Source: an optimization exercise on an open RTL-to-GDS flow (aim: small area). Production flows keep margins and buffers that such runs may drop.
In this exercise RTL edits were held to simulation tests only and were not proved equivalent to the original.
No activity file was given, so power comes from the tool's default toggle rates.

File: flow/run.sh
#!/bin/bash
# synth_recipe.tcl (not shown) runs the flow's synth.tcl, then flattens the netlist and writes it again
# the make line also repeats each setting of config.mk as NAME=value (left out here)
make -C /OpenROAD-flow-scripts/flow DESIGN_CONFIG=/design/flow/config.mk WORK_HOME=/design/flow/orfs CLKGATE_MAP_FILE= SYNTH_SCRIPT=/design/flow/synth_recipe.tcl finish
File: flow/config.mk
export PLATFORM = sky130hd
export DESIGN_NAME = regfile_scoreboard
export DESIGN_NICKNAME = regfile_scoreboard
export VERILOG_FILES = /design/flow/design.v
export SDC_FILE = /design/flow/constraint.sdc
export NUM_CORES = 4
export LEC_CHECK = 0
export CAP_MARGIN = 20
export CORE_MARGIN = 2
export CORE_UTILIZATION = 30
export PLACE_DENSITY = 0.4
export SLEW_MARGIN = 20
File: flow/constraint.sdc
create_clock -name core_clock -period 8.0 [get_ports {clock}]
set_input_delay 1.6000 -clock core_clock [delete_from_list [all_inputs] [get_ports {clock}]]
set_output_delay 1.6000 -clock core_clock [all_outputs]
set_load 0.01 [all_outputs]
File: flow/design.v
module regfile_scoreboard #(
    parameter int unsigned WIDTH    = 32,
    parameter int unsigned DEPTH    = 32,
    parameter int unsigned ZERO_REG = 1
) (
    input  logic                       clock,
    input  logic                       reset,
    input  logic                       clear,
    input  logic [$clog2(DEPTH)-1:0]   rd_sel1,
    input  logic [$clog2(DEPTH)-1:0]   rd_sel2,
    output logic [WIDTH-1:0]           rd_data1,
    output logic [WIDTH-1:0]           rd_data2,
    output logic                       rd_busy1,
    output logic                       rd_busy2,
    input  logic                       we,
    input  logic [$clog2(DEPTH)-1:0]   wr_sel,
    input  logic [WIDTH-1:0]           wr_data,
    input  logic                       claim,
    input  logic [$clog2(DEPTH)-1:0]   claim_sel,
    output logic [$clog2(DEPTH):0]     busy_count
);
    localparam int unsigned AW = $clog2(DEPTH);
    localparam int unsigned CW = AW + 1;
    logic [WIDTH-1:0] r_regs [DEPTH];
    logic [DEPTH-1:0] r_busy;
    logic [CW-1:0]    r_busy_count;
    logic             w_we_ok;
    logic             w_claim_ok;
    logic [DEPTH-1:0] w_busy_nxt;
    logic [CW-1:0]    w_count_nxt;
    assign w_we_ok    = we    && !((ZERO_REG != 0) && (wr_sel    == AW'(0)));
    assign w_claim_ok = claim && !((ZERO_REG != 0) && (claim_sel == AW'(0)));
    always_comb begin
        w_busy_nxt = r_busy;
        if (w_we_ok) begin
            w_busy_nxt[wr_sel] = 1'b0;
        end
        if (w_claim_ok) begin
            w_busy_nxt[claim_sel] = 1'b1;
        end
        if (clear) begin
            w_busy_nxt = '0;
        end
    end
    always_comb begin
        w_count_nxt = '0;
        for (int unsigned i = 0; i < DEPTH; i++) begin
            w_count_nxt = w_count_nxt + CW'(w_busy_nxt[i]);
        end
    end
    always_ff @(posedge clock or posedge reset) begin
        if (reset) begin
            for (int unsigned i = 0; i < DEPTH; i++) begin
                r_regs[i] <= '0;
            end
        end else if (clear) begin
            for (int unsigned i = 0; i < DEPTH; i++) begin
                r_regs[i] <= '0;
            end
        end else if (w_we_ok) begin
            r_regs[wr_sel] <= wr_data;
        end
    end
    always_ff @(posedge clock or posedge reset) begin
        if (reset) begin
            r_busy       <= '0;
            r_busy_count <= '0;
        end else begin
            r_busy       <= w_busy_nxt;
            r_busy_count <= w_count_nxt;
        end
    end
    assign busy_count = r_busy_count;
    always_comb begin
        rd_data1 = r_regs[rd_sel1];
        rd_busy1 = r_busy[rd_sel1];
        if (((ZERO_REG != 0) && (rd_sel1 == AW'(0))) || reset) begin
            rd_data1 = '0;
            rd_busy1 = 1'b0;
        end
    end
    always_comb begin
        rd_data2 = r_regs[rd_sel2];
        rd_busy2 = r_busy[rd_sel2];
        if (((ZERO_REG != 0) && (rd_sel2 == AW'(0))) || reset) begin
            rd_data2 = '0;
            rd_busy2 = 1'b0;
        end
    end
endmodule
==> impl_metrics.toml, run 1 <==
[clock_tree]
cts_tree = "done"
cts_max_level = 4
clock_latency_ns = 0.81
postCtsSetupRepairBufs = 0
cts_buffer_depth = 3
root_buffer = "clkbuf_16"
path_clk_slew_ns = 0.06
cts.sinks = 1030
hold_buffers = 0
cts_resized = 0
numCtsBuffers = 136

[timing]
worst_slack_ns = 0.5503
tightest_slew_ns = 1.292
period_needed_ns = 7.450
hold_violations = 0
rsz0062_at_grt = "no"
fin_crit_sh_pct = 93.12
fin_skew_ns = 0.01575
slew_headroom_pct = 13.89
fmax_mhz = 134.2
setup_viol = 0
drv_slew = 0

[finish]
multi_input_area_um2 = 27340
layout_commonest_cell = "nand2_1"
final_layout_size_suffix_gt1_share_pct = 11.71
nets = 6925
syn2layout_area_growth_pct = 19.04
fillers = 18996
seqCellArea_um2 = 25770
final_area_um2 = 66080
final_cell_mix = "nand2_1 (2,224), a21oi_1 (1,084), dfrtp_1 (1,030)"
final_cells = 9423

[hold_path]
min_path_type = "register to register"
min_from = "r_regs[18][30]"
hold_depth = 2
min_to = "r_regs[18][30]"

[detailed_routing]
routed_wl_mm = 410.3
drc_errors = 0
drtIter0Drc = 12445
drt-pass1-iter-count = 9
postRouteAntennaNets = 0
avgViaCountPerCell = 6.650
vias = 62666
wire_per_inst_um = 43.54

[die]
die_h_um = 434.2
rows = 157
io_pins = 129
die-area_um2 = 188500
core_um2 = 183500
die_w_um = 434.2
start_util_pct = 30.25

[global_routing]
grt_pass1_vias = 58232
antenna_found_initial = 41
grt_pass1_wl_mm = 542.8
overflow = 0
grt_max_degree = 179
track_usage_pct = 42.62

[pwr]
powerDensity_nw_per_um2 = 194.5
p_leak_nw = 25.89
peakVddDrop_mv = 0.2062

[critical_path]
critPathKind = "primary input to register"
cp_num_buf_inv = 5
cp_slowest_cell = "fa_1"
r2r_slack_ns = 2.90
cp.arrival_ns = 8.18
worstPathCellList = "clkdlybuf4s50_1, inv_1, ha_1, nor3b_1, ha_1, or3b_2, nor2_1, buf_4, nand3_1, a21oi_1, fa_1, inv_1, fa_1, fa_1, fa_1, fa_1, inv_1, fa_1, ha_1, fa_1, a21o_1, a21oi_1, xnor2_1"
cp_slowest_stage_delay_ns = 0.54
start_kind = "primary input"
crit_family = "adder cells"
reg2reg_from = "r_busy[0]"
crit_path_max_fanout = 4
end_kind = "register"
r2r_cells = 15
critical_path.most_common_cell = "fa_1"
worst_ep_required_time_ns = 8.74
r2r-end = "r_busy_count[4]"

[yosys]
synthCells = 6797
synth_top_area_cell = "dfrtp_1"
yosysSeqAreaShare_pct = 46.43
ys_top_cells_by_area = "dfrtp_1 (46%), nand2_1 (15%), a22oi_1 (11%)"
synthArstFlopShare_pct = 100.0
synth_edf_count = 0
synth_cell_types = 77
synth_ff_type = "dfrtp_1"
synth_nets = 6895
yosys_warnings = 2
syn_area_um2 = 55510
synth-seq-cells = 1030
syn_area_per_cell_um2 = 8.167
synthDominantCellAreaShare_pct = 46.43

[placed_design]
io_buffers = 128
dp_hpwl_mm = 251.2
place_inst = 9151
gp_congestion = 0.9858
place_ws_ns = -0.2580
place_area_um2 = 61430

[job]
cap_violations = 0

[status]
status = "complete, no violations"
## sequential cells by signal (all words and copies together), names as in the netlist
register	cells
r_busy	32
r_busy_count	6
r_regs	992
## Yosys cell counts, types with 33 or more instances
cell type / count
a22o_1: 41
o21ai_0: 56
and3_1: 40
a21oi_1: 1084
a221oi_1: 33
nor2_1: 136
buf_2: 165
buf_4: 48
nand3_1: 67
nand4_1: 96
nand2_1: 2250
a22oi_1: 783
clkbuf_1: 416
nor3_1: 79
dfrtp_1: 1030
a31oi_1: 39
inv_1: 59
## per-layer routing
metal | global-route usage, % | share of wire [%] | vias to the layer above
met5 | 0 | 0.051 | -
li1 | - | - | 23922
met1 | 54.90 | 38 | 31447
met3 | 15.44 | 13 | 1606
met4 | 29.03 | 7.8 | 24
met2 | 59.07 | 41 | 5667
## metrics by stage
step                power, mW  utilization [%]  setup TNS, ns  hold WS (ns)
floorplan               5.860                -       -8878.65        0.5110
global placement        6.442            33.34        -0.7315        0.5288
detailed placement      6.444            33.48        -0.5429        0.5324
CTS                     12.80            35.94              0        0.5400
global route            13.06            35.98              0        0.5578
finish                  12.85            36.01              0        0.5428
## final cells by class
type,count,share of cell area (%)
Sequential cell,1030,39.01
Antenna cell,31,0.1174
Clock buffer,203,6.165
Tap cell,2464,4.666
Timing Repair Buffer,540,7.659
Inverter,60,0.3465
Clock inverter,36,0.6684
Multi-Input combinational cell,5059,41.37
## power by group
group          switching [mW]  internal, mW
sequential             0.0459          5.25
combinational           0.902         0.213
clock                    2.66          3.77
total                    3.61          9.24
## cells by family after synthesis
group | share of synthesized area, %
AOI/OAI and AO/OA | 24.31
DFF | 46.43
muxes | 1.280
and+or+nand+nor | 20.87
xor gates and xnor gates | 0.1893
buffers and inverters | 5.673
adders and majority gates | 1.249
## how the worst max path moves through the flow
| stage | startpoint | end | slack, ns | cells after the start |
|---|---|---|---|---|
| 6_report | claim_sel[0] | r_busy_count[4] | 0.55 | 23 |
| 5_1_grt | claim_sel[0] | r_busy_count[4] | 0.33 | 23 |
| 4_1_cts | claim_sel[0] | r_busy_count[4] | 0.56 | 23 |
| 3_5_place_dp | claim_sel[0] | r_busy_count[4] | -0.26 | 23 |
| 3_3_place_gp | claim_sel[0] | r_busy_count[4] | -0.32 | 23 |
| 2_1_floorplan | reset | rd_busy2 | -13.21 | 4 |
## worst reg2reg max path: stages, from the launching register on
cell and delay [ns]:
dfrtp_1 0.43, o21ai_0 0.20, a21oi_1 0.26, fa_1 0.47, inv_1 0.09, fa_1 0.46
fa_1 0.54, fa_1 0.44, fa_1 0.50, inv_1 0.05, fa_1 0.44, ha_1 0.23
fa_1 0.44, a21o_1 0.19, a21oi_1 0.16, xnor2_1 0.13
==> run 2, diff against run 1 <==
==> flow/design.v (replaced) <==
module regfile_scoreboard #(
    parameter int unsigned WIDTH    = 32,
    parameter int unsigned DEPTH    = 32,
    parameter int unsigned ZERO_REG = 1
) (
    input  logic                       clock,
    input  logic                       reset,
    input  logic                       clear,
    input  logic [$clog2(DEPTH)-1:0]   rd_sel1,
    input  logic [$clog2(DEPTH)-1:0]   rd_sel2,
    output logic [WIDTH-1:0]           rd_data1,
    output logic [WIDTH-1:0]           rd_data2,
    output logic                       rd_busy1,
    output logic                       rd_busy2,
    input  logic                       we,
    input  logic [$clog2(DEPTH)-1:0]   wr_sel,
    input  logic [WIDTH-1:0]           wr_data,
    input  logic                       claim,
    input  logic [$clog2(DEPTH)-1:0]   claim_sel,
    output logic [$clog2(DEPTH):0]     busy_count
);
    localparam int unsigned AW = $clog2(DEPTH);
    localparam int unsigned CW = AW + 1;
    localparam int unsigned LO = (ZERO_REG != 0) ? 1 : 0;
    logic [WIDTH-1:0] r_data [DEPTH];
    logic [DEPTH-1:0] r_valid;
    logic [DEPTH-1:0] r_busy;
    logic [DEPTH-1:0] w_wdec;    
    logic [DEPTH-1:0] w_cdec;    
    logic [DEPTH-1:0] w_rsel1;   
    logic [DEPTH-1:0] w_rsel2;
    logic [DEPTH-1:0] w_bsel1;   
    logic [DEPTH-1:0] w_bsel2;
    always_comb begin
        for (int unsigned i = 0; i < DEPTH; i++) begin
            w_wdec[i]  = (i >= LO) && we    && (wr_sel    == AW'(i));
            w_cdec[i]  = (i >= LO) && claim && (claim_sel == AW'(i));
            w_bsel1[i] = (i >= LO) && (rd_sel1 == AW'(i));
            w_bsel2[i] = (i >= LO) && (rd_sel2 == AW'(i));
            w_rsel1[i] = w_bsel1[i] && r_valid[i];
            w_rsel2[i] = w_bsel2[i] && r_valid[i];
        end
    end
    for (genvar i = 0; i < DEPTH; i++) begin : g_data
        if (i >= LO) begin : g_reg
            always_ff @(posedge clock) begin
                if (w_wdec[i]) begin
                    r_data[i] <= wr_data;
                end
            end
        end else begin : g_zero
            assign r_data[i] = '0;
        end
    end
    always_ff @(posedge clock or posedge reset) begin
        if (reset) begin
            r_valid <= '0;
        end else if (clear) begin
            r_valid <= '0;
        end else begin
            r_valid <= r_valid | w_wdec;
        end
    end
    always_ff @(posedge clock or posedge reset) begin
        if (reset) begin
            r_busy <= '0;
        end else if (clear) begin
            r_busy <= '0;
        end else begin
            r_busy <= (r_busy & ~w_wdec) | w_cdec;
        end
    end
    always_comb begin
        busy_count = '0;
        for (int unsigned i = 0; i < DEPTH; i++) begin
            busy_count = busy_count + CW'(r_busy[i]);
        end
    end
    always_comb begin
        rd_data1 = '0;
        rd_data2 = '0;
        rd_busy1 = 1'b0;
        rd_busy2 = 1'b0;
        for (int unsigned i = 0; i < DEPTH; i++) begin
            rd_data1 = rd_data1 | ({WIDTH{w_rsel1[i]}} & r_data[i]);
            rd_data2 = rd_data2 | ({WIDTH{w_rsel2[i]}} & r_data[i]);
            rd_busy1 = rd_busy1 | (w_bsel1[i] & r_busy[i]);
            rd_busy2 = rd_busy2 | (w_bsel2[i] & r_busy[i]);
        end
    end
endmodule
==> impl_metrics.toml, run 2 <==
[pwr]
peakVddDrop_mv = 0.2065
p_leak_nw = 18.46
powerDensity_nw_per_um2 = 223.3

[timing]
fin_crit_sh_pct = 95.06
slew_headroom_pct = 12.87
rsz0062_at_grt = "no"
fmax_mhz = 131.5
tightest_slew_ns = 1.304
hold_violations = 0
setup_viol = 0
setup_tns_ns = 0
drv_slew = 0
hold_slack_ns = 0.5212
period_needed_ns = 7.605
fin_skew_ns = 0

[critical_path]
cp.arrival_ns = 6.00
crit_family = "adder cells"
critPathKind = "register to output pin"
cp_num_buf_inv = 7
end_kind = "output pin"
worst_ep_required_time_ns = 6.40
cp_slowest_cell = "clkdlybuf4s50_1"
worstPathCellList = "fa_1, fa_1, inv_1, fa_1, inv_1, fa_1, fa_1, inv_1, fa_1, inv_1, ha_1, inv_1, fa_1, inv_1, a21o_1, a21oi_1, xnor2_1, clkdlybuf4s50_1"
start_kind = "register"
crit_path_max_fanout = 4
critical_path.most_common_cell = "fa_1"
cp_slowest_stage_delay_ns = 0.56

[placed_design]
io_buffers = 128
gp_congestion = 0.9375
dp_hpwl_mm = 154.5

[clock_tree]
cts_tree = "done"
clock_latency_ns = 0.76
hold_buffers = 0
cts.sinks = 1054
cts_buffer_depth = 3
cts_resized = 0
cts_max_level = 3
numCtsBuffers = 118
path_clk_slew_ns = 0.06
root_buffer = "clkbuf_16"
postCtsSetupRepairBufs = 0

[yosys]
syn_area_um2 = 46020
synth-seq-cells = 1054
synth_commonest_cells = "edfxtp_1 (992), a22oi_1 (813), clkbuf_1 (224), and3_1 (176), nand4_1 (153)"
synth_cell_types = 60
ys_top_cells_by_area = "edfxtp_1 (65%), a22oi_1 (13%), dfrtp_1 (3.4%)"
yosysSeqAreaShare_pct = 68.10
synthDominantCellAreaShare_pct = 64.73
synthCells = 3293
synth_top_area_cell = "edfxtp_1"
synth_ff_type = "edfxtp_1"
yosys_warnings = 2
yosysMostFrequentCell = "edfxtp_1"
syn_area_per_cell_um2 = 13.98
synthArstFlopShare_pct = 5.882
synth_nets = 3382
synth_edf_count = 992

[global_routing]
grt_use_met2_pct = 48.11
grt_pass1_wl_mm = 340.8
antenna_found_initial = 22
overflow = 0
met1_usage_pct = 41.60
grt.busiest_layer = "met2"
grt_util_met3_pct = 10.36
grt_max_degree = 63
grt_pass1_vias = 37069
track_usage_pct = 32.30

[finish]
nets = 3538
final_layout_size_suffix_gt1_share_pct = 13.99
fillers = 14562
seqCellArea_um2 = 31340
final_cell_mix = "edfxtp_1 (992), a22oi_1 (813), buf_4 (164)"
reg.largest.list = "r_data x992, r_busy x31, r_valid x31"
multi_input_area_um2 = 13700
syn2layout_area_growth_pct = 19.45
largest_reg_flops = 992
layout_commonest_cell = "edfxtp_1"
regMostFlops = "r_data"

[detailed_routing]
routed_wl_mm = 261.7
vias = 38607
drtIter0Drc = 7895
avgViaCountPerCell = 6.911
postRouteAntennaNets = 0
drc_errors = 0
drt-pass1-iter-count = 12
wire_per_inst_um = 46.85

[die]
start_util_pct = 30.26
die_h_um = 395.7
rows = 143
core_um2 = 152100
die_w_um = 395.7
die-area_um2 = 156600
io_pins = 129

[hold_path]
min_path_type = "register to register"

[job]
cap_violations = 0

[status]
status = "complete, no violations"
## run 2: stage by stage
| step | util (%) | area, um2 | power (mW) | instances | setup WS, ns |
|---|---|---|---|---|---|
| floorplan | - | 46020 | 6.347 | 3293 | 1.887 |
| finish | 36.15 | 54970 | 12.27 | 5586 | 0.3953 |
| global placement | 33.34 | 50710 | 6.599 | 5346 | 0.5141 |
| global route | 36.13 | 54950 | 12.51 | 5576 | 0.1195 |
| detailed placement | 33.50 | 50950 | 6.605 | 5357 | 0.6277 |
| CTS | 36.13 | 54950 | 12.29 | 5574 | 0.3141 |
## run 2: layout make-up
class,instances,share of cell area (%)
Tap cell,2030,4.620
Timing Repair Buffer,328,5.840
Antenna cell,10,0.04552
Clock inverter,76,1.687
Clock buffer,141,5.585
Inverter,43,0.2936
Multi-Input combinational cell,1904,24.92
Sequential cell,1054,57.01
## run 2: final timing paths
path	slack, ns	cells after the start	end	startpoint
max	0.40	18	busy_count[4]	r_busy[23]
min	0.52	2	r_valid[7]	r_valid[7]
max reg2reg	6.78	2	r_valid[23]	r_valid[23]
min reg2reg	0.52	2	r_valid[7]	r_valid[7]
max in group asynchronous	5.95	3	r_busy[13]	reset
min in group asynchronous	1.42	3	r_valid[25]	reset
## run 2: logic make-up after synthesis
logic type | after synthesis | synth area share (%)
DFF | 1054 | 68.10
AOI/OAI and AO/OA | 1045 | 16.95
and+or+nand+nor | 814 | 10.48
buffers and inverters | 335 | 2.939
adders and majority gates | 32 | 1.245
muxes | 10 | 0.2311
xor gates and xnor gates | 3 | 0.05711
## run 2: routing by layer
metal | wire length [um] | vias up
li1 | - | 14075
met1 | 97660 | 19761
met2 | 112700 | 3802
met3 | 34400 | 951
met4 | 16820 | 18
met5 | 114 | -
## run 2: report_power, final
group	internal (mW)	switching (mW)	leakage, nW	total (mW)
registers	6.11	0.0455	9.80	6.15
logic	0.0775	0.269	6.72	0.346
clock network	3.37	2.40	1.94	5.77
total	9.55	2.72	18.5	12.3
## run 2: worst reg2reg max path, delay by kind of cell, from the launching register on
kind,cells,cell delay [ns]
flops,1,0.92
simple gates,2,0.22
==> run 3, diff against run 2 <==
--- a/flow/design.v
+++ b/flow/design.v
@@ -71,21 +71,52 @@
         end
     end
+    localparam int unsigned NW = $clog2(DEPTH - LO + 1);
+    logic [NW-1:0] w_count;
     always_comb begin
-        busy_count = '0;
-        for (int unsigned i = 0; i < DEPTH; i++) begin
-            busy_count = busy_count + CW'(r_busy[i]);
+        w_count = '0;
+        for (int unsigned i = LO; i < DEPTH; i++) begin
+            w_count = w_count + NW'(r_busy[i]);
         end
     end
-    always_comb begin
-        rd_data1 = '0;
-        rd_data2 = '0;
-        rd_busy1 = 1'b0;
-        rd_busy2 = 1'b0;
-        for (int unsigned i = 0; i < DEPTH; i++) begin
-            rd_data1 = rd_data1 | ({WIDTH{w_rsel1[i]}} & r_data[i]);
-            rd_data2 = rd_data2 | ({WIDTH{w_rsel2[i]}} & r_data[i]);
-            rd_busy1 = rd_busy1 | (w_bsel1[i] & r_busy[i]);
-            rd_busy2 = rd_busy2 | (w_bsel2[i] & r_busy[i]);
+    assign busy_count = CW'(w_count);
+    for (genvar b = 0; b < WIDTH; b++) begin : g_rd
+        logic [DEPTH-1:0] w_col;
+        for (genvar i = 0; i < DEPTH; i++) begin : g_col
+            assign w_col[i] = r_data[i][b];
         end
+        regfile_scoreboard_rdsel #(.N(DEPTH-LO)) u_rd1 (
+            .sel(w_rsel1[DEPTH-1:LO]), .d(w_col[DEPTH-1:LO]), .y(rd_data1[b]));
+        regfile_scoreboard_rdsel #(.N(DEPTH-LO)) u_rd2 (
+            .sel(w_rsel2[DEPTH-1:LO]), .d(w_col[DEPTH-1:LO]), .y(rd_data2[b]));
     end
+    regfile_scoreboard_rdsel #(.N(DEPTH-LO)) u_busy1 (
+        .sel(w_bsel1[DEPTH-1:LO]), .d(r_busy[DEPTH-1:LO]), .y(rd_busy1));
+    regfile_scoreboard_rdsel #(.N(DEPTH-LO)) u_busy2 (
+        .sel(w_bsel2[DEPTH-1:LO]), .d(r_busy[DEPTH-1:LO]), .y(rd_busy2));
 endmodule
+module regfile_scoreboard_rdsel #(
+    parameter int unsigned N = 31
+) (
+    input  logic [N-1:0] sel,
+    input  logic [N-1:0] d,
+    output logic         y
+);
+    localparam int unsigned NF = N / 3;           
+    localparam int unsigned NR = N - 3 * NF;      
+    localparam int unsigned NG = NF + ((NR != 0) ? 1 : 0);
+    logic [NG-1:0] w_n;    
+    for (genvar g = 0; g < NF; g++) begin : g_grp
+        regfile_scoreboard_aoi3 u_g (.sel(sel[3*g +: 3]), .d(d[3*g +: 3]), .yn(w_n[g]));
+    end
+    if (NR != 0) begin : g_rest
+        assign w_n[NG-1] = ~|(sel[N-1:3*NF] & d[N-1:3*NF]);
+    end
+    assign y = ~&w_n;
+endmodule
+module regfile_scoreboard_aoi3 (
+    input  logic [2:0] sel,
+    input  logic [2:0] d,
+    output logic       yn
+);
+    assign yn = ~|(sel & d);
+endmodule
--- a/flow/config.mk
+++ b/flow/config.mk
@@ -8,5 +8,7 @@
 export CAP_MARGIN = 20
 export CORE_MARGIN = 2
-export CORE_UTILIZATION = 30
-export PLACE_DENSITY = 0.4
+export CORE_UTILIZATION = 55
+export CTS_BUF_LIST = sky130_fd_sc_hd__clkbuf_4 sky130_fd_sc_hd__clkbuf_8
+export PLACE_DENSITY = 0.65
 export SLEW_MARGIN = 20
+export SYNTH_HIERARCHICAL = 1
==> impl_metrics.toml, run 3 <==
[pwr]
p_total_mw = 10.98
power_frac_comb_pct = 2.6
powerDensity_nw_per_um2 = 221.4
p_leak_nw = 16.61
switching_share_pct = 21.90
p_switching_mw = 2.404
peakVddDrop_mv = 0.1358
p_int_mw = 8.573
clockPowerShare_pct = 41.5
pwr-share-seq_pct = 55.9

[finish]
largest_reg_flops = 992
fillers = 5581
syn2layout_area_growth_pct = 16.21
layout_commonest_cell = "edfxtp_1"
regMostFlops = "r_data"
final_layout_size_suffix_gt1_share_pct = 16.26
final_cell_mix = "edfxtp_1 (992), a222oi_1 (660), clkbuf_8 (181)"
nets = 2908
final_area_um2 = 49570
reg.largest.list = "r_data x992, r_busy x31, r_valid x31"
final_cells = 4005

[critical_path]
end_kind = "output pin"
critical_path.most_common_cell = "fa_1"
crit_path_max_fanout = 4
cp_slowest_cell = "clkdlybuf4s50_1"
cp_slowest_stage_delay_ns = 0.56
worstPathCellList = "fa_1, inv_1, fa_1, inv_1, fa_1, inv_1, fa_1, fa_1, fa_1, fa_2, fa_2, xnor2_1, clkdlybuf4s50_1"
worst_ep_required_time_ns = 6.40
critPathKind = "register to output pin"
start_kind = "register"
cp.arrival_ns = 5.91

[detailed_routing]
drc_errors = 0
drtIter0Drc = 7911
avgViaCountPerCell = 8.301
postRouteAntennaNets = 0
routed_wl_mm = 172.1
vias = 33247
drt-pass1-iter-count = 14
wire_per_inst_um = 42.97

[yosys]
synth_compound_area_share_pct = 18.26
synth_ff_type = "edfxtp_1"
synthCells = 2445
ys_top_cells_by_area = "edfxtp_1 (70%), a222oi_1 (15%), dfrtp_1 (3.6%)"
muxShareOfSynthArea_pct = 0
syn_area_per_cell_um2 = 17.45
synth_top_family_by_area = "compound AO/OA/AOI/OAI gates"
synthDominantCellAreaShare_pct = 69.83
synthArstFlopShare_pct = 5.882
syn_area_um2 = 42660
synth_top_area_cell = "edfxtp_1"
synth_fa_ha_area_share_pct = 1.285
yosys_warnings = 8
synth_commonest_cells = "edfxtp_1 (992), a222oi_1 (660), nand4_1 (134), nor2_1 (132), nand2_1 (75)"
yosysSeqAreaShare_pct = 73.47
synth-seq-cells = 1054
synth_nets = 2532
synth_edf_count = 992
synth_xor_xnor_area_share_pct = 0.06160
synth_cell_types = 41
yosys.area_share.simple_pct = 6.119
yosysMostFrequentCell = "edfxtp_1"

[timing]
setup_viol = 0
period_needed_ns = 7.514
fin_skew_ns = 0
fin_crit_sh_pct = 93.93
rsz0062_at_grt = "no"
worst_slack_ns = 0.4860
setup_tns_ns = 0
slew_headroom_pct = 14.09
hold_violations = 0
tightest_slew_ns = 1.289
drv_slew = 0
fmax_mhz = 133.1

[clock_tree]
clock_latency_ns = 0.84
cts_tree = "done"
root_buffer = "clkbuf_8"
cts.sinks = 1054
cts_buffer_depth = 3
path_clk_slew_ns = 0.06
numCtsBuffers = 171
cts_max_level = 4

[die]
die_h_um = 282.5
rows = 102
die-area_um2 = 79800
io_pins = 129
core_um2 = 77080
start_util_pct = 55.34
die_w_um = 282.5

[global_routing]
overflow = 0
antenna_found_initial = 9
grt_max_degree = 71
track_usage_pct = 42.77
grt_pass1_vias = 32689
grt_pass1_wl_mm = 234.6

[placed_design]
place_area_um2 = 46280
dp_hpwl_mm = 98.10
gp_congestion = 0.8946
place_inst = 3688
place_ws_ns = 0.9368
io_buffers = 127

[status]
status = "complete, no violations"

[job]
cap_violations = 0

[hold_path]
min_path_type = "register to register"
run 3: changes by cell type in the layout (fill, tap and decap cells not counted), sizes merged, moves of 64 or more:
cell and change:
and3 -120, or4 -64, a2111o +66, buf -97, a22oi -813, nand3 -125, a222oi +627, clkbuf +98
run 3: power by group through the flow:
stage / Combinational [mW] / Sequential, mW / Clock (mW)
after CTS: 0.274 / 6.14 / 4.55
after detailed placement: 0.273 / 6.25 / 0
after global routing: 0.294 / 6.14 / 4.79
after global placement: 0.263 / 6.25 / 0
after floorplan: 0.0928 / 6.24 / 0
final: 0.283 / 6.14 / 4.55
run 3: Yosys stat by module, one instance, submodules excluded, a selection:
module | cell area, um2 | flip-flops and latches | times used
regfile_scoreboard_aoi3 | 10.01 | 0 | 660
regfile_scoreboard | 34230 | 1054 | 1
run 3: cell families (layout without fill, tap and decap cells):
logic type,after synthesis,count (layout)
other,1,8
flip-flops,1054,1054
XOR/XNOR,3,3
AO/OA/AOI/OAI,791,791
AND/OR/NAND/NOR,481,481
adder cells (fa/ha/maj),30,30
buffers and inverters,85,598
run 3: worst max-delay path: cells and delay by family, from the launching register on:
family / cells / cell delay (ns)
buffers and inverters: 4 / 0.74
DFF: 1 / 0.44
adders and majority gates: 8 / 3.72
xor gates and xnor gates: 1 / 0.16
run 3: worst paths after layout:
| check | startpoint | end | slack, ns | cells past startpoint |
|---|---|---|---|---|
| max | r_busy[18] | busy_count[2] | 0.49 | 13 |
| min | r_valid[19] | r_valid[19] | 0.51 | 2 |
| max reg2reg | r_busy[19] | r_busy[19] | 7.03 | 2 |
| min reg2reg | r_valid[19] | r_valid[19] | 0.51 | 2 |
| max in group asynchronous | reset | r_busy[18] | 6.01 | 3 |
| min in group asynchronous | reset | r_valid[3] | 1.37 | 3 |
run 3: timing repair:
item | in CTS | in global routing
buffers inserted | 0 | 0
setup endpoints to repair | 0 | 1
hold endpoints to repair | 0 | 0
gates resized for setup | 0 | 4
hold buffers | 0 | 0
run 3: metrics by stage:
step                hold WS (ns)  utilization [%]
floorplan                 0.4679                -
global placement          0.4800            60.04
detailed placement        0.4894            60.04
CTS                       0.5032            64.33
global route              0.5227            64.31
finish                    0.5053            64.31
run 3: area by class of cell:
class                           count  area (um2)  area share [%]
Antenna cell                        7       17.52         0.03534
Clock buffer                      239        2927           5.904
Clock inverter                     71       374.1          0.7547
Inverter                           55       206.4          0.4165
Multi-Input combinational cell   1306       11270           22.73
Sequential cell                  1054       31340           63.22
Tap cell                         1040        1301           2.625
Timing Repair Buffer              233        2137           4.311
run 3: layer usage:
metal / part of all wire [%] / up-vias / global-route usage, %
met2: 43 / 3638 / 61.90
met1: 32 / 16263 / 53.61
li1: - / 12564 / -
met4: 6.5 / 8 / 24.80
met3: 19 / 774 / 18.72
met5: 0.093 / - / 0.7937
==> run 4, diff against run 3 <==
==> flow/flow/run.sh (new file) <==
#!/bin/bash
# Standard ORFS layout with two changes: the clock tree is built without dummy
# loads from small clock buffers, and the port buffers are buf_2 cells.
set -euo pipefail
bash standard.sh \
  "CTS_ARGS=-sink_clustering_enable -repair_clock_nets -dont_use_dummy_load -buf_list {sky130_fd_sc_hd__clkbuf_4 sky130_fd_sc_hd__clkbuf_8}" \
  "BUFFER_PORTS_ARGS=-buffer_cell sky130_fd_sc_hd__buf_2" \
  finish > standard_flow.log 2>&1
==> flow/standard.sh (new file) <==
#!/bin/bash
# synth_recipe.tcl (not shown) runs the flow's synth.tcl, then flattens the netlist and writes it again
# the make line also repeats each setting of config.mk as NAME=value (left out here)
make -C /OpenROAD-flow-scripts/flow DESIGN_CONFIG=/design/flow/config.mk WORK_HOME=/design/flow/orfs CLKGATE_MAP_FILE= SYNTH_SCRIPT=/design/flow/synth_recipe.tcl "${@:-finish}"
--- a/flow/config.mk
+++ b/flow/config.mk
@@ -6,9 +6,9 @@
 export NUM_CORES = 4
 export LEC_CHECK = 0
-export CAP_MARGIN = 20
+export CAP_MARGIN = 10
 export CORE_MARGIN = 2
 export CORE_UTILIZATION = 55
 export CTS_BUF_LIST = sky130_fd_sc_hd__clkbuf_4 sky130_fd_sc_hd__clkbuf_8
 export PLACE_DENSITY = 0.65
-export SLEW_MARGIN = 20
+export SLEW_MARGIN = 10
 export SYNTH_HIERARCHICAL = 1
removed: flow/run.sh
==> impl_metrics.toml, run 4 <==
[pwr]
switching_share_pct = 21.24
powerDensity_nw_per_um2 = 213.1
peakVddDrop_mv = 0.1402
pwr-share-seq_pct = 60.4
power_frac_comb_pct = 2.6
p_int_mw = 8.009
p_leak_nw = 16.04
p_total_mw = 10.17
p_switching_mw = 2.160
clockPowerShare_pct = 37.0

[yosys]
synth_cell_types = 41
yosys_warnings = 8
yosysMostFrequentCell = "edfxtp_1"
synthDominantCellAreaShare_pct = 69.83
synthCells = 2445
synth_fa_ha_area_share_pct = 1.285
synth_ff_type = "edfxtp_1"
synth_compound_area_share_pct = 18.26
syn_area_per_cell_um2 = 17.45
yosysSeqAreaShare_pct = 73.47
muxShareOfSynthArea_pct = 0
synth_edf_count = 992
syn_area_um2 = 42660
synthArstFlopShare_pct = 5.882
synth-seq-cells = 1054
synth_top_area_cell = "edfxtp_1"
synth_nets = 2532
synth_commonest_cells = "edfxtp_1 (992), a222oi_1 (660), nand4_1 (134), nor2_1 (132), nand2_1 (75)"
synth_xor_xnor_area_share_pct = 0.06160
synth_top_family_by_area = "compound AO/OA/AOI/OAI gates"
yosys.area_share.simple_pct = 6.119
ys_top_cells_by_area = "edfxtp_1 (70%), a222oi_1 (15%), dfrtp_1 (3.6%)"

[finish]
syn2layout_area_growth_pct = 11.84
final_layout_size_suffix_gt1_share_pct = 17.24
regMostFlops = "r_data"
finish.utilization_pct = 61.89
final_cell_mix = "edfxtp_1 (992), a222oi_1 (660), clkbuf_8 (169)"
largest_reg_flops = 992
layout_commonest_cell = "edfxtp_1"
final_area_um2 = 47710
reg.largest.list = "r_data x992, r_busy x31, r_valid x31"
nets = 2879

[critical_path]
start_kind = "register"
cp.arrival_ns = 5.91
cp_slowest_cell = "fa_1"
worst_ep_required_time_ns = 6.40
critPathKind = "register to output pin"
end_kind = "output pin"
cp_num_buf_inv = 4
cp_slowest_stage_delay_ns = 0.55
critical_path.most_common_cell = "fa_1"
worstPathCellList = "fa_1, inv_1, fa_1, inv_1, fa_1, inv_1, fa_1, fa_1, fa_1, fa_1, fa_1, nand2b_1, a21oi_1, xor2_1, buf_2"
crit_path_max_fanout = 4
crit_family = "adder cells"

[clock_tree]
cts_tree = "done"
path_clk_slew_ns = 0.06
numCtsBuffers = 169
cts_max_level = 4
postCtsSetupRepairBufs = 0
cts_resized = 0
clock_latency_ns = 0.80
hold_buffers = 0
cts.sinks = 1054
root_buffer = "clkbuf_8"
cts_buffer_depth = 3

[timing]
worst_slack_ns = 0.4902
rsz0062_at_grt = "no"
slew_headroom_pct = 7.239
fin_skew_ns = 0
setup_tns_ns = 0
period_needed_ns = 7.510
hold_violations = 0
fin_crit_sh_pct = 93.87
fmax_mhz = 133.2
tightest_slew_ns = 1.391
setup_viol = 0
drv_slew = 0

[die]
die_h_um = 282.5
core_um2 = 77080
io_pins = 129
rows = 102
die_w_um = 282.5
start_util_pct = 55.34
die-area_um2 = 79800

[detailed_routing]
avgViaCountPerCell = 8.721
vias = 33534
drc_errors = 0
drtIter0Drc = 8802
routed_wl_mm = 171.3
postRouteAntennaNets = 0
wire_per_inst_um = 44.55
drt-pass1-iter-count = 14

[global_routing]
overflow = 0
grt_pass1_wl_mm = 234.3
grt_max_degree = 71
antenna_found_initial = 18
track_usage_pct = 42.79
grt_pass1_vias = 32529

[placed_design]
place_ws_ns = 1.348
dp_hpwl_mm = 93.58
place_area_um2 = 45350
gp_congestion = 0.9257
io_buffers = 127

[job]
cap_violations = 0

[hold_path]
min_path_type = "register to register"

[status]
status = "complete, no violations"
-- run 4: routing by layer --
layer	wire (um)	GRT usage, %	part of all wire, %
met1	55050	54.19	32
met2	71980	60.60	42
met3	32650	19.37	19
met4	11400	25.19	6.7
met5	208	1.099	0.12
-- run 4: final timing paths --
path                              from             to  slack, ns  depth (start not counted)
max                         r_busy[18]  busy_count[4]       0.49                         15
min                        r_valid[11]    r_valid[11]       0.51                          2
max reg2reg                 r_busy[21]     r_busy[21]       7.08                          2
min reg2reg                r_valid[11]    r_valid[11]       0.51                          2
max in group asynchronous        reset      r_busy[8]       6.36                          3
min in group asynchronous        reset    r_valid[10]       1.05                          3
-- run 4: logic make-up after synthesis --
family / Yosys count
and+or+nand+nor: 481
xor gates and xnor gates: 3
buffers and inverters: 85
adders and majority gates: 30
other: 1
AOI/OAI and AO/OA: 791
DFF: 1054
-- run 4: power groups by stage --
stage | registers (mW) | logic (mW) | clock network [mW]
2_1_floorplan | 6.24 | 0.0928 | 0
3_3_place_gp | 6.24 | 0.244 | 0
3_5_place_dp | 6.25 | 0.253 | 0
4_1_cts | 6.14 | 0.254 | 3.76
5_1_grt | 6.14 | 0.275 | 3.99
6_report | 6.14 | 0.264 | 3.76
-- run 4: layout make-up --
class / instances / area (um2)
clock buffers: 169 / 2326
well taps: 1040 / 1301
diodes: 15 / 37.54
flip-flops and latches: 1054 / 31340
multi-input cells: 1306 / 11270
fillers: 5679 / 29370
inverters: 55 / 206.4
repair buffers: 206 / 1229
-- run 4: worst reg2reg max path, cell delays in order, from the launching register on --
cell     delay [ns]
dfrtp_1        0.41
inv_1          0.12
o32ai_1        0.29
-- run 4: stage by stage --
stage	hold slack, ns	instances
after detailed placement	0.4917	3661
after floorplan	0.4679	2445
after global routing	0.5288	3836
after global placement	0.4802	3661
final	0.5095	3845
after CTS	0.5056	3830
-- run 4: Yosys stat by module (local to each module, per instance), a selection --
| module | cells | cell area (um2) | copies in the design |
|---|---|---|---|
| regfile_scoreboard | 1521 | 34230 | 1 |
| regfile_scoreboard_aoi3 | 1 | 10.01 | 660 |
==> run 5, diff against run 4 <==
==> flow/flow/run.sh (replaced) <==
#!/bin/bash
# Standard ORFS layout with two changes: the clock tree is built without dummy
# loads, from clkbuf_8 leaf buffers each driving a cluster of up to 16
# flip-flops, and the port buffers are buf_2 cells.
set -euo pipefail
bash standard.sh \
  "CTS_ARGS=-sink_clustering_enable -repair_clock_nets -dont_use_dummy_load -sink_clustering_size 16 -sink_clustering_max_diameter 60 -buf_list {sky130_fd_sc_hd__clkbuf_8}" \
  "BUFFER_PORTS_ARGS=-buffer_cell sky130_fd_sc_hd__buf_2" \
  finish > standard_flow.log 2>&1
==> impl_metrics.toml, run 5 <==
[die]
die-area_um2 = 79800
die_w_um = 282.5
rows = 102
core_um2 = 77080
io_pins = 129
die_h_um = 282.5
start_util_pct = 55.34

[clock_tree]
cts_max_level = 3
postCtsSetupRepairBufs = 0
hold_buffers = 0
clock_latency_ns = 0.72
cts_tree = "done"
cts_resized = 0
path_clk_slew_ns = 0.09
cts.sinks = 1054
numCtsBuffers = 84
cts_buffer_depth = 3
root_buffer = "clkbuf_8"

[global_routing]
grt_pass1_vias = 31806
grt_max_degree = 71
track_usage_pct = 42.20
grt_pass1_wl_mm = 231.7
overflow = 0
antenna_found_initial = 16

[finish]
regMostFlops = "r_data"
syn2layout_area_growth_pct = 9.072
fillers = 5784
multi_input_area_um2 = 11270
largest_reg_flops = 992
layout_commonest_cell = "edfxtp_1"
final_area_um2 = 46530
final_cell_mix = "edfxtp_1 (992), a222oi_1 (660), nand4_1 (134)"
seqCellArea_um2 = 31340
reg.largest.list = "r_data x992, r_busy x31, r_valid x31"
nets = 2794
final_layout_size_suffix_gt1_share_pct = 14.64

[timing]
rsz0062_at_grt = "no"
setup_tns_ns = 0
tightest_slew_ns = 1.407
drv_slew = 0
hold_slack_ns = 0.5206
hold_violations = 0
setup_viol = 0
fin_crit_sh_pct = 92.54
fmax_mhz = 135.1
slew_headroom_pct = 6.220
fin_skew_ns = 0
period_needed_ns = 7.403

[yosys]
synthArstFlopShare_pct = 5.882
synthDominantCellAreaShare_pct = 69.83
syn_area_per_cell_um2 = 17.45
synth_ff_type = "edfxtp_1"
synth_cell_types = 41
synth-seq-cells = 1054
yosysSeqAreaShare_pct = 73.47
synthCells = 2445
synth_edf_count = 992
yosysMostFrequentCell = "edfxtp_1"
synth_commonest_cells = "edfxtp_1 (992), a222oi_1 (660), nand4_1 (134), nor2_1 (132), nand2_1 (75)"
syn_area_um2 = 42660
ys_top_cells_by_area = "edfxtp_1 (70%), a222oi_1 (15%), dfrtp_1 (3.6%)"
yosys_warnings = 8
synth_nets = 2532
synth_top_area_cell = "edfxtp_1"

[detailed_routing]
avgViaCountPerCell = 8.715
drt-pass1-iter-count = 14
drtIter0Drc = 9000
wire_per_inst_um = 45.24
drc_errors = 0
postRouteAntennaNets = 0
vias = 32724
routed_wl_mm = 169.9

[critical_path]
end_kind = "output pin"
crit_path_max_fanout = 3
worst_ep_required_time_ns = 6.40
start_kind = "register"
critPathKind = "register to output pin"
cp.arrival_ns = 5.80

[placed_design]
dp_hpwl_mm = 93.58
gp_congestion = 0.9257
io_buffers = 127
place_area_um2 = 45350

[pwr]
powerDensity_nw_per_um2 = 194.0
switching_share_pct = 21.52
p_leak_nw = 15.43
power_frac_comb_pct = 2.9
peakVddDrop_mv = 0.1290
clockPowerShare_pct = 29.2
p_int_mw = 7.083
p_switching_mw = 1.943
pwr-share-seq_pct = 67.9

[job]
cap_violations = 0

[status]
status = "complete, no violations"

[hold_path]
min_path_type = "register to register"
==> run 5: stage by stage <==
| step | setup WS [ns] | utilization [%] | power [mW] | cells |
|---|---|---|---|---|
| finish | 0.5971 | 60.36 | 9.025 | 3755 |
| global route | 0.3483 | 60.35 | 9.222 | 3752 |
| CTS | 0.5396 | 60.33 | 8.997 | 3745 |
| detailed placement | 1.348 | 58.83 | 6.501 | 3661 |
| global placement | 1.309 | 58.83 | 6.486 | 3661 |
| floorplan | 1.631 | - | 6.334 | 2445 |
==> run 5: path summary, 6_finish.rpt <==
path | from | to | slack, ns | depth (start not counted)
max reg2reg | r_busy[21] | r_busy[21] | 7.07 | 2
min in group asynchronous | reset | r_valid[10] | 1.11 | 3
min reg2reg | r_valid[11] | r_valid[11] | 0.52 | 2
min | r_valid[11] | r_valid[11] | 0.52 | 2
max in group asynchronous | reset | r_busy[17] | 6.24 | 3
max | r_busy[28] | busy_count[4] | 0.60 | 15
==> run 5: area by class of cell <==
cell class              count  share of cell area, %
inverters                  55                 0.4437
multi-input cells        1306                  24.22
repair buffers            206                  2.641
well taps                1040                  2.797
clock buffers              84                  2.485
diodes                     10                0.05378
flip-flops and latches   1054                  67.36
==> run 5: power by group through the flow <==
stage               sequential, mW  clock (mW)  combinational (mW)
floorplan                     6.24           0              0.0928
global placement              6.24           0               0.244
detailed placement            6.25           0               0.253
CTS                           6.12        2.62               0.254
global route                  6.13        2.82               0.275
finish                        6.13        2.64               0.265
==> run 5: modules after synthesis (local to each module, per instance), a selection <==
module | cells | flops+latches | cell area (um2) | times used
regfile_scoreboard | 1521 | 1054 | 34230 | 1
regfile_scoreboard_aoi3 | 1 | 0 | 10.01 | 660
==> run 5: worst max-delay path, cell delays in order, from the launching register on <==
cell      delay (ns)
dfrtp_1         0.40
inv_1           0.13
fa_1            0.46
fa_1            0.55
inv_1           0.06
fa_1            0.48
inv_1           0.05
fa_1            0.47
fa_1            0.54
fa_1            0.44
fa_1            0.43
fa_1            0.46
nand2b_1        0.15
a21oi_1         0.15
xor2_1          0.16
buf_2           0.14
==> run 5: kinds of logic after synthesis <==
group | count (synthesis) | synth area share [%]
AOI/OAI and AO/OA | 791 | 18.26
xor gates and xnor gates | 3 | 0.06161
adders and majority gates | 30 | 1.285
and+or+nand+nor | 481 | 6.119
DFF | 1054 | 73.47
other | 1 | 0.008791
buffers and inverters | 85 | 0.7920
==> run 5: routing by layer <==
layer / global-route usage (%) / vias up / part of all wire, %
met1: 53.90 / 16013 / 32
met3: 18.61 / 824 / 19
li1: - / 12171 / -
met2: 59.89 / 3694 / 42
met4: 24.11 / 22 / 6.7
met5: 2.137 / - / 0.27
==> run 6, diff against run 5 <==
--- a/flow/design.v
+++ b/flow/design.v
@@ -90,8 +90,6 @@
             .sel(w_rsel2[DEPTH-1:LO]), .d(w_col[DEPTH-1:LO]), .y(rd_data2[b]));
     end
-    regfile_scoreboard_rdsel #(.N(DEPTH-LO)) u_busy1 (
-        .sel(w_bsel1[DEPTH-1:LO]), .d(r_busy[DEPTH-1:LO]), .y(rd_busy1));
-    regfile_scoreboard_rdsel #(.N(DEPTH-LO)) u_busy2 (
-        .sel(w_bsel2[DEPTH-1:LO]), .d(r_busy[DEPTH-1:LO]), .y(rd_busy2));
+    assign rd_busy1 = r_busy[rd_sel1];
+    assign rd_busy2 = r_busy[rd_sel2];
 endmodule
 module regfile_scoreboard_rdsel #(
==> flow/flow/run.sh (replaced) <==
#!/bin/bash
# Standard ORFS layout with two changes: the clock tree is built without dummy
# loads, from clkbuf_8 leaf buffers each driving a cluster of up to 16
# flip-flops, and the port buffers are buf_1 cells.
set -euo pipefail
bash standard.sh \
  "CTS_ARGS=-sink_clustering_enable -repair_clock_nets -dont_use_dummy_load -sink_clustering_size 16 -sink_clustering_max_diameter 60 -buf_list {sky130_fd_sc_hd__clkbuf_8}" \
  "BUFFER_PORTS_ARGS=-buffer_cell sky130_fd_sc_hd__buf_1" \
  finish > standard_flow.log 2>&1
==> impl_metrics.toml, run 6 <==
[yosys]
yosysMostFrequentCell = "edfxtp_1"
syn_area_per_cell_um2 = 17.69
synth_top_area_cell = "edfxtp_1"
syn_area_um2 = 42440
synth_ff_type = "edfxtp_1"
yosys_warnings = 8
synthArstFlopShare_pct = 5.882
synth_edf_count = 992
yosysSeqAreaShare_pct = 73.84
synth_nets = 2486
synth-seq-cells = 1054
synthCells = 2399
ys_top_cells_by_area = "edfxtp_1 (70%), a222oi_1 (15%), dfrtp_1 (3.7%)"
synth_commonest_cells = "edfxtp_1 (992), a222oi_1 (640), nand4_1 (129), nor2_1 (120), nand2_1 (86)"
synthDominantCellAreaShare_pct = 70.19
synth_cell_types = 49

[timing]
slew_headroom_pct = 5.596
worst_slack_ns = 0.7484
fmax_mhz = 137.9
fin_skew_ns = 0
hold_violations = 0
setup_viol = 0
hold_slack_ns = 0.5239
period_needed_ns = 7.252
fin_crit_sh_pct = 90.65
setup_tns_ns = 0
drv_slew = 0
tightest_slew_ns = 1.416
rsz0062_at_grt = "no"

[placed_design]
place_inst = 3594
place_ws_ns = 1.422
dp_hpwl_mm = 87.55
gp_congestion = 0.9115
io_buffers = 127

[clock_tree]
root_buffer = "clkbuf_8"
cts_buffer_depth = 3
hold_buffers = 0
postCtsSetupRepairBufs = 0
path_clk_slew_ns = 0.07
cts_tree = "done"
cts_max_level = 3
cts.sinks = 1054
numCtsBuffers = 80
cts_resized = 0
clock_latency_ns = 0.66

[finish]
reg.largest.list = "r_data x992, r_busy x31, r_valid x31"
layout_commonest_cell = "edfxtp_1"
final_cell_mix = "edfxtp_1 (992), a222oi_1 (640), nand4_1 (129)"
final_layout_size_suffix_gt1_share_pct = 10.39
fillers = 5672
final_cells = 3692
finish.utilization_pct = 60.48
regMostFlops = "r_data"
largest_reg_flops = 992
syn2layout_area_growth_pct = 8.591
nets = 2736

[detailed_routing]
avgViaCountPerCell = 8.534
postRouteAntennaNets = 0
routed_wl_mm = 159.2
drc_errors = 0
drt-pass1-iter-count = 13
wire_per_inst_um = 43.13
drtIter0Drc = 8389
vias = 31506

[die]
die_h_um = 281.8
rows = 101
start_util_pct = 55.70
core_um2 = 76200
die_w_um = 281.8
io_pins = 129
die-area_um2 = 79400

[critical_path]
critPathKind = "register to output pin"
crit_path_max_fanout = 4
cp.arrival_ns = 5.65
reg2reg_from = "r_busy[30]"
cp-startpoint = "r_busy[18]"
worst_ep_required_time_ns = 6.40
start_kind = "register"
end_kind = "output pin"

[global_routing]
grt_max_degree = 63
track_usage_pct = 39.99
overflow = 0
grt_pass1_vias = 31280
antenna_found_initial = 12
grt_pass1_wl_mm = 222.2

[status]
status = "complete, no violations"

[hold_path]
min_from = "r_valid[3]"
min_path_type = "register to register"

[pwr]
p_leak_nw = 15.04
powerDensity_nw_per_um2 = 194.0
peakVddDrop_mv = 0.1413

[job]
cap_violations = 0
run 6: worst paths after layout:
path | to | cells past startpoint | slack (ns)
max reg2reg | r_busy[30] | 3 | 7.04
min | r_valid[3] | 2 | 0.52
min in group asynchronous | r_busy[6] | 3 | 1.09
max in group asynchronous | r_valid[11] | 3 | 6.30
max | busy_count[4] | 16 | 0.75
min reg2reg | r_valid[3] | 2 | 0.52
run 6: modules after synthesis, one instance, submodules excluded, a selection:
| module | cell area, um2 | flops+latches | cells | times used |
|---|---|---|---|---|
| regfile_scoreboard_aoi3 | 10.01 | 0 | 1 | 640 |
| regfile_scoreboard | 34270 | 1054 | 1503 | 1 |
run 6: metrics by stage:
stage / total power [mW] / area, um2
6_report: 8.942 / 46090
3_3_place_gp: 6.471 / 44890
5_1_grt: 9.149 / 46070
4_1_cts: 8.929 / 45990
3_5_place_dp: 6.487 / 44890
2_1_floorplan: 6.330 / 42440
run 6: cells by family (layout without fill, tap and decap cells):
logic type / Yosys count / in the layout / synth area share, %
compound gates: 768 / 768 / 17.88
xor+xnor: 3 / 3 / 0.06192
fa+ha+maj: 30 / 30 / 1.291
buf+inv: 81 / 329 / 0.7606
flops: 1054 / 1054 / 73.84
mux: 22 / 22 / 0.8550
other cells: 1 / 16 / 0.008836
simple gates: 440 / 440 / 5.301
run 6: layout make-up:
type,count,area [um2],share of cell area [%]
Sequential cell,1054,31340,68.00
Multi-Input combinational cell,1264,11090,24.06
Tap cell,1030,1289,2.796
Clock buffer,80,1101,2.389
Timing Repair Buffer,197,1037,2.251
Inverter,52,195.2,0.4235
Antenna cell,15,37.54,0.08145
run 6: layer usage:
metal / vias to the layer above / part of all wire [%] / GRT usage [%] / wire length, um
met3: 722 / 17 / 12.85 / 27130
met4: 2 / 6.6 / 22.48 / 10430
met2: 3442 / 43 / 59.15 / 69130
li1: 11904 / - / - / -
met1: 15436 / 33 / 52.61 / 52530
met5: - / 0.018 / 0.2442 / 29
run 6: report_power, final:
part | internal, mW | total (mW) | switching [mW]
Combinational | 0.0470 | 0.244 | 0.197
Sequential | 6.09 | 6.13 | 0.0320
Clock | 0.898 | 2.57 | 1.67
run 6: critical path, stage by stage, from the launching register on:
cell,delay [ns]
dfrtp_1,0.43
fa_1,0.56
inv_1,0.05
fa_1,0.47
inv_1,0.05
fa_1,0.49
inv_1,0.07
fa_1,0.53
fa_1,0.43
fa_1,0.46
fa_1,0.43
fa_1,0.47
inv_1,0.07
a21o_1,0.10
a21oi_1,0.07
xnor2_1,0.14
buf_1,0.16
==> run 7, diff against run 6 <==
--- a/flow/config.mk
+++ b/flow/config.mk
@@ -8,7 +8,7 @@
 export CAP_MARGIN = 10
 export CORE_MARGIN = 2
-export CORE_UTILIZATION = 55
+export CORE_UTILIZATION = 65
 export CTS_BUF_LIST = sky130_fd_sc_hd__clkbuf_4 sky130_fd_sc_hd__clkbuf_8
-export PLACE_DENSITY = 0.65
+export PLACE_DENSITY = 0.75
 export SLEW_MARGIN = 10
 export SYNTH_HIERARCHICAL = 1
==> impl_metrics.toml, run 7 <==
[yosys]
muxShareOfSynthArea_pct = 0.8550
synth_ff_type = "edfxtp_1"
synth_fa_ha_area_share_pct = 1.291
synth_nets = 2486
syn_area_per_cell_um2 = 17.69
synth_top_area_cell = "edfxtp_1"
synthArstFlopShare_pct = 5.882
yosysSeqAreaShare_pct = 73.84
yosysMostFrequentCell = "edfxtp_1"
syn_area_um2 = 42440
synth_edf_count = 992
synth_commonest_cells = "edfxtp_1 (992), a222oi_1 (640), nand4_1 (129), nor2_1 (120), nand2_1 (86)"
synthCells = 2399
synth_cell_types = 49
synth_top_family_by_area = "compound AO/OA/AOI/OAI gates"
yosys_warnings = 8
synthDominantCellAreaShare_pct = 70.19
ys_top_cells_by_area = "edfxtp_1 (70%), a222oi_1 (15%), dfrtp_1 (3.7%)"
synth_compound_area_share_pct = 17.88
yosys.area_share.simple_pct = 5.301
synth_xor_xnor_area_share_pct = 0.06191
synth-seq-cells = 1054

[finish]
regMostFlops = "r_data"
final_layout_size_suffix_gt1_share_pct = 9.208
reg.largest.list = "r_data x992, r_busy x31, r_valid x31"
largest_reg_flops = 992
syn2layout_area_growth_pct = 7.813
nets = 2728
final_area_um2 = 45760
layout_commonest_cell = "edfxtp_1"
final_cell_mix = "edfxtp_1 (992), a222oi_1 (640), nand4_1 (129)"

[timing]
hold_violations = 0
period_needed_ns = 7.256
fin_skew_ns = 0
setup_tns_ns = 0
fmax_mhz = 137.8
slew_headroom_pct = 7.094
setup_viol = 0
drv_slew = 0
rsz0062_at_grt = "no"
fin_crit_sh_pct = 90.70
tightest_slew_ns = 1.394

[global_routing]
grt_pass1_wl_mm = 214.1
grt_util_met3_pct = 19.10
met1_usage_pct = 57.05
overflow = 0
grt_use_met2_pct = 65.96
grt_pass1_vias = 31162
grt.busiest_layer = "met2"
antenna_found_initial = 12
grt_max_degree = 63
track_usage_pct = 45.60

[hold_path]
min_path_type = "register to register"
min_from = "r_valid[18]"
hold_depth = 2
min_to = "r_valid[18]"

[critical_path]
critPathKind = "register to output pin"
crit_path_max_fanout = 4
start_kind = "register"
r2r-end = "r_busy[21]"
end_kind = "output pin"
worst_ep_required_time_ns = 6.40
r2r_slack_ns = 7.06
reg2reg_from = "r_busy[21]"
cp.arrival_ns = 5.66
r2r_cells = 3

[placed_design]
gp_congestion = 0.9149
io_buffers = 127
place_area_um2 = 44610
dp_hpwl_mm = 82.91

[die]
core_um2 = 64460
die_h_um = 259.5
die-area_um2 = 67350
die_w_um = 259.5
io_pins = 129
rows = 93
start_util_pct = 65.84

[clock_tree]
clock_latency_ns = 0.66
postCtsSetupRepairBufs = 0
hold_buffers = 0
path_clk_slew_ns = 0.10
cts_max_level = 3
cts_buffer_depth = 3
cts.sinks = 1054
root_buffer = "clkbuf_8"
cts_tree = "done"
cts_resized = 0
numCtsBuffers = 78

[job]
cap_violations = 0

[pwr]
p_total_mw = 8.893
peakVddDrop_mv = 0.1407
p_switching_mw = 1.875
power_frac_comb_pct = 2.7
pwr-share-seq_pct = 68.9
p_leak_nw = 14.98
clockPowerShare_pct = 28.4
switching_share_pct = 21.09
powerDensity_nw_per_um2 = 194.4
p_int_mw = 7.018

[detailed_routing]
drtIter0Drc = 9145
wire_per_inst_um = 44.12
routed_wl_mm = 154.6
drc_errors = 0
postRouteAntennaNets = 0
drt-pass1-iter-count = 12
vias = 31773
avgViaCountPerCell = 9.068

[status]
status = "complete, no violations"
-- run 7: area by class of cell --
class                           count  area [um2]
Timing Repair Buffer              191       987.2
Inverter                           52       195.2
Antenna cell                       10       25.02
Multi-Input combinational cell   1264       11070
Clock buffer                       78        1074
Fill cell                        4097       18710
Sequential cell                  1054       31340
Tap cell                          855        1070
-- run 7: Yosys stat by module (local to each module, per instance), excerpt --
module                   area, um2  flip-flops and latches  times used  cells inside
regfile_scoreboard           34270                    1054           1          1503
regfile_scoreboard_aoi3      10.01                       0         640             1
-- run 7: metrics by stage --
step	hold slack, ns	worst slack, ns	std cells	util [%]
2_1_floorplan	0.4719	1.700	2399	-
3_3_place_gp	0.4859	1.450	3413	69.19
3_5_place_dp	0.5023	1.440	3413	69.20
4_1_cts	0.5209	0.7055	3491	70.86
5_1_grt	0.5484	0.5604	3503	70.98
6_report	0.5228	0.7440	3504	70.98
-- run 7: cells by family (layout without fill, tap and decap cells) --
| family | count (synthesis) | in the layout |
|---|---|---|
| mux | 22 | 22 |
| xor+xnor | 3 | 3 |
| flops | 1054 | 1054 |
| fa+ha+maj | 30 | 30 |
| simple gates | 440 | 440 |
| other cells | 1 | 11 |
| buf+inv | 81 | 321 |
| compound gates | 768 | 768 |
-- run 7: how the worst max path moves through the flow --
stage	slack (ns)	end	cells after the start	from
after floorplan	1.70	busy_count[4]	15	r_busy[18]
after global routing	0.56	busy_count[4]	16	r_busy[20]
after CTS	0.71	busy_count[4]	16	r_busy[20]
final	0.74	busy_count[4]	16	r_busy[20]
after detailed placement	1.44	busy_count[4]	16	r_busy[18]
after global placement	1.45	busy_count[4]	16	r_busy[18]
-- run 7: layer usage --
metal / vias up / share of wire, %
met2: 3748 / 43
met5: - / 0.043
met3: 853 / 19
li1: 11888 / -
met1: 15278 / 30
met4: 6 / 7.7
-- run 7: worst max-delay path, cell delays in order (launching register included) --
cell     delay, ns
dfrtp_1       0.44
fa_1          0.52
inv_1         0.05
fa_1          0.47
inv_1         0.05
fa_1          0.47
inv_1         0.05
fa_1          0.52
fa_1          0.43
fa_1          0.47
fa_1          0.43
fa_1          0.47
inv_1         0.08
a21o_1        0.10
a21oi_1       0.07
xnor2_1       0.15
buf_1         0.17
-- run 7: power by group through the flow --
stage                     sequential, mW  combinational [mW]  clock (mW)
after floorplan                     6.24              0.0894           0
after global placement              6.24               0.220           0
after detailed placement            6.25               0.230           0
after CTS                           6.13               0.230        2.49
after global routing                6.13               0.256        2.68
final                               6.13               0.242        2.52
==> run 8, diff against run 7 <==
--- a/flow/config.mk
+++ b/flow/config.mk
@@ -6,9 +6,9 @@
 export NUM_CORES = 4
 export LEC_CHECK = 0
-export CAP_MARGIN = 10
+export CAP_MARGIN = 0
 export CORE_MARGIN = 2
 export CORE_UTILIZATION = 65
 export CTS_BUF_LIST = sky130_fd_sc_hd__clkbuf_4 sky130_fd_sc_hd__clkbuf_8
 export PLACE_DENSITY = 0.75
-export SLEW_MARGIN = 10
+export SLEW_MARGIN = 0
 export SYNTH_HIERARCHICAL = 1
==> impl_metrics.toml, run 8 <==
[status]
status = "complete, no violations"

[global_routing]
track_usage_pct = 45.63
grt_pass1_vias = 31212
grt_pass1_wl_mm = 213.9
grt_max_degree = 63
antenna_found_initial = 13
overflow = 0

[yosys]
synth_edf_count = 992
synth-seq-cells = 1054
synth_commonest_cells = "edfxtp_1 (992), a222oi_1 (640), nand4_1 (129), nor2_1 (120), nand2_1 (86)"
yosys_warnings = 8
ys_top_cells_by_area = "edfxtp_1 (70%), a222oi_1 (15%), dfrtp_1 (3.7%)"
yosysSeqAreaShare_pct = 73.84
syn_area_um2 = 42440
synthDominantCellAreaShare_pct = 70.19
synthArstFlopShare_pct = 5.882
synth_top_area_cell = "edfxtp_1"
yosysMostFrequentCell = "edfxtp_1"
synthCells = 2399
syn_area_per_cell_um2 = 17.69
synth_nets = 2486
synth_ff_type = "edfxtp_1"
synth_cell_types = 49

[clock_tree]
cts_resized = 0
cts_max_level = 3
postCtsSetupRepairBufs = 0
numCtsBuffers = 78
clock_latency_ns = 0.66
root_buffer = "clkbuf_8"
path_clk_slew_ns = 0.10
cts_tree = "done"
cts.sinks = 1054
hold_buffers = 0
cts_buffer_depth = 3

[timing]
hold_violations = 0
fmax_mhz = 137.8
rsz0062_at_grt = "no"
slew_headroom_pct = 4.244
worst_slack_ns = 0.7440
tightest_slew_ns = 1.436
fin_skew_ns = 0
setup_tns_ns = 0
fin_crit_sh_pct = 90.70
setup_viol = 0
period_needed_ns = 7.256
drv_slew = 0
hold_slack_ns = 0.5220

[finish]
seqCellArea_um2 = 31340
syn2layout_area_growth_pct = 7.700
final_area_um2 = 45710
nets = 2725
final_cells = 3503
final_cell_mix = "edfxtp_1 (992), a222oi_1 (640), nand4_1 (129)"
finish.utilization_pct = 70.91
reg.largest.list = "r_data x992, r_busy x31, r_valid x31"
multi_input_area_um2 = 11060
fillers = 4113
layout_commonest_cell = "edfxtp_1"
largest_reg_flops = 992
regMostFlops = "r_data"
final_layout_size_suffix_gt1_share_pct = 8.763

[detailed_routing]
drc_errors = 0
postRouteAntennaNets = 0
drtIter0Drc = 8834
routed_wl_mm = 154.6
avgViaCountPerCell = 9.049
wire_per_inst_um = 44.13
drt-pass1-iter-count = 14
vias = 31698

[die]
die-area_um2 = 67350
io_pins = 129
rows = 93
core_um2 = 64460
die_h_um = 259.5
start_util_pct = 65.84
die_w_um = 259.5

[critical_path]
crit_family = "adder cells"
reg2reg_from = "r_busy[21]"
cp_slowest_stage_delay_ns = 0.52
worst_ep_required_time_ns = 6.40
r2r-end = "r_busy[21]"
end_kind = "output pin"
critical_path.most_common_cell = "fa_1"
r2r_cells = 3
start_kind = "register"
cp.arrival_ns = 5.66
critPathKind = "register to output pin"
cp_slowest_cell = "fa_1"
worstPathCellList = "fa_1, inv_1, fa_1, inv_1, fa_1, inv_1, fa_1, fa_1, fa_1, fa_1, fa_1, inv_1, a21o_1, a21oi_1, xnor2_1, buf_1"
crit_path_max_fanout = 4
cp_num_buf_inv = 5
r2r_slack_ns = 7.07

[hold_path]
min_path_type = "register to register"
min_from = "r_valid[18]"
min_to = "r_valid[18]"
hold_depth = 2

[job]
cap_violations = 0

[placed_design]
gp_congestion = 0.9149
io_buffers = 127
place_ws_ns = 1.450
place_inst = 3413
place_area_um2 = 44610
dp_hpwl_mm = 82.96

[pwr]
p_total_mw = 8.893
peakVddDrop_mv = 0.1735
powerDensity_nw_per_um2 = 194.6
p_leak_nw = 14.93
## run 8: layout make-up
class                      count  area share, %
sequential                  1054          68.56
multi-input combinational   1264          24.21
clock buffer                  78          2.349
tap                          855          2.340
timing repair buffer         188          2.048
inverter                      52         0.4270
antenna                       12        0.06570
## run 8: worst min-delay path: stages (launching register included)
cell and delay (ns):
dfrtp_1 0.36, nor2_1 0.05, nor2_1 0.08
## run 8: kinds of logic after synthesis
logic type | count (synthesis) | synth area share (%)
DFF | 1054 | 73.84
AOI/OAI and AO/OA | 768 | 17.88
and+or+nand+nor | 440 | 5.301
buffers and inverters | 81 | 0.7606
adders and majority gates | 30 | 1.291
muxes | 22 | 0.8550
xor gates and xnor gates | 3 | 0.06192
other | 1 | 0.008836
## run 8: report_power, final
group | internal, mW | switching, mW | total [mW]
Clock | 0.876 | 1.65 | 2.52
Combinational | 0.0443 | 0.194 | 0.239
Sequential | 6.10 | 0.0329 | 6.13
## run 8: how the worst max path moves through the flow
stage          startpoint       endpoint  slack (ns)  depth (start not counted)
2_1_floorplan  r_busy[18]  busy_count[4]        1.70                         15
3_5_place_dp   r_busy[18]  busy_count[4]        1.45                         16
5_1_grt        r_busy[20]  busy_count[4]        0.54                         16
6_report       r_busy[20]  busy_count[4]        0.74                         16
4_1_cts        r_busy[20]  busy_count[4]        0.71                         16
3_3_place_gp   r_busy[18]  busy_count[4]        1.45                         16
## run 8: Yosys stat by module (local to each module, per instance), a selection
module                   area [um2]  cells inside  copies in the design  flops+latches
regfile_scoreboard            34270          1503                     1           1054
regfile_scoreboard_aoi3       10.01             1                   640              0
## run 8: layer usage
layer	routed length (um)	track usage, %	up-vias
met5	40	0.2849	-
met3	30250	19.86	894
met4	12420	29.41	6
met1	46020	56.94	15189
met2	65840	65.54	3727
li1	-	-	11882

[afterwards: timing with drivers on the ports]
No port has a modelled driver above. Below, the same layouts with a new extraction and two added sets of constraints. Step 1 (the two cells are an assumption about what drives the block):
set clk [get_ports {clock}]
set_driving_cell -lib_cell sky130_fd_sc_hd__clkbuf_16 $clk
set_driving_cell -lib_cell sky130_fd_sc_hd__buf_2 [delete_from_list [all_inputs] $clk]
Step 2, shift: input delay + t, output delay - t, t = (earliest + latest rising clock arrival at the registers) / 2. This alone moves slack from input paths to output paths. Three values: ideal, step 1, step 2; two values: the first two.
run | t, ns | slack for setup (ns) | slew at the worst register clock pin (ns)
run 1 | 0.898 | 0.550 / 0.613 / -0.285 | 0.07 / 0.07
run 2 | 0.829 | 0.395 / 0.316 / 0.349 | 0.07 / 0.07
run 3 | 0.889 | 0.486 / 0.421 / 0.752 | 0.06 / 0.06
run 4 | 0.871 | 0.490 / 0.422 / 1.293 | 0.06 / 0.06
run 5 | 0.775 | 0.597 / 0.529 / 1.304 | 0.11 / 0.11
run 6 | 0.760 | 0.748 / 0.684 / 1.171 | 0.11 / 0.11
run 7 | 0.764 | 0.744 / 0.676 / 1.364 | 0.11 / 0.11
run 8 | 0.758 | 0.744 / 0.679 / 1.372 | 0.11 / 0.11
With both steps, setup timing fails in run 1, where it was met with ideal ports. For run 1, which loses most, drivers alone change the setup slack by +0.063 ns; drivers and shift together by -0.835 ns.
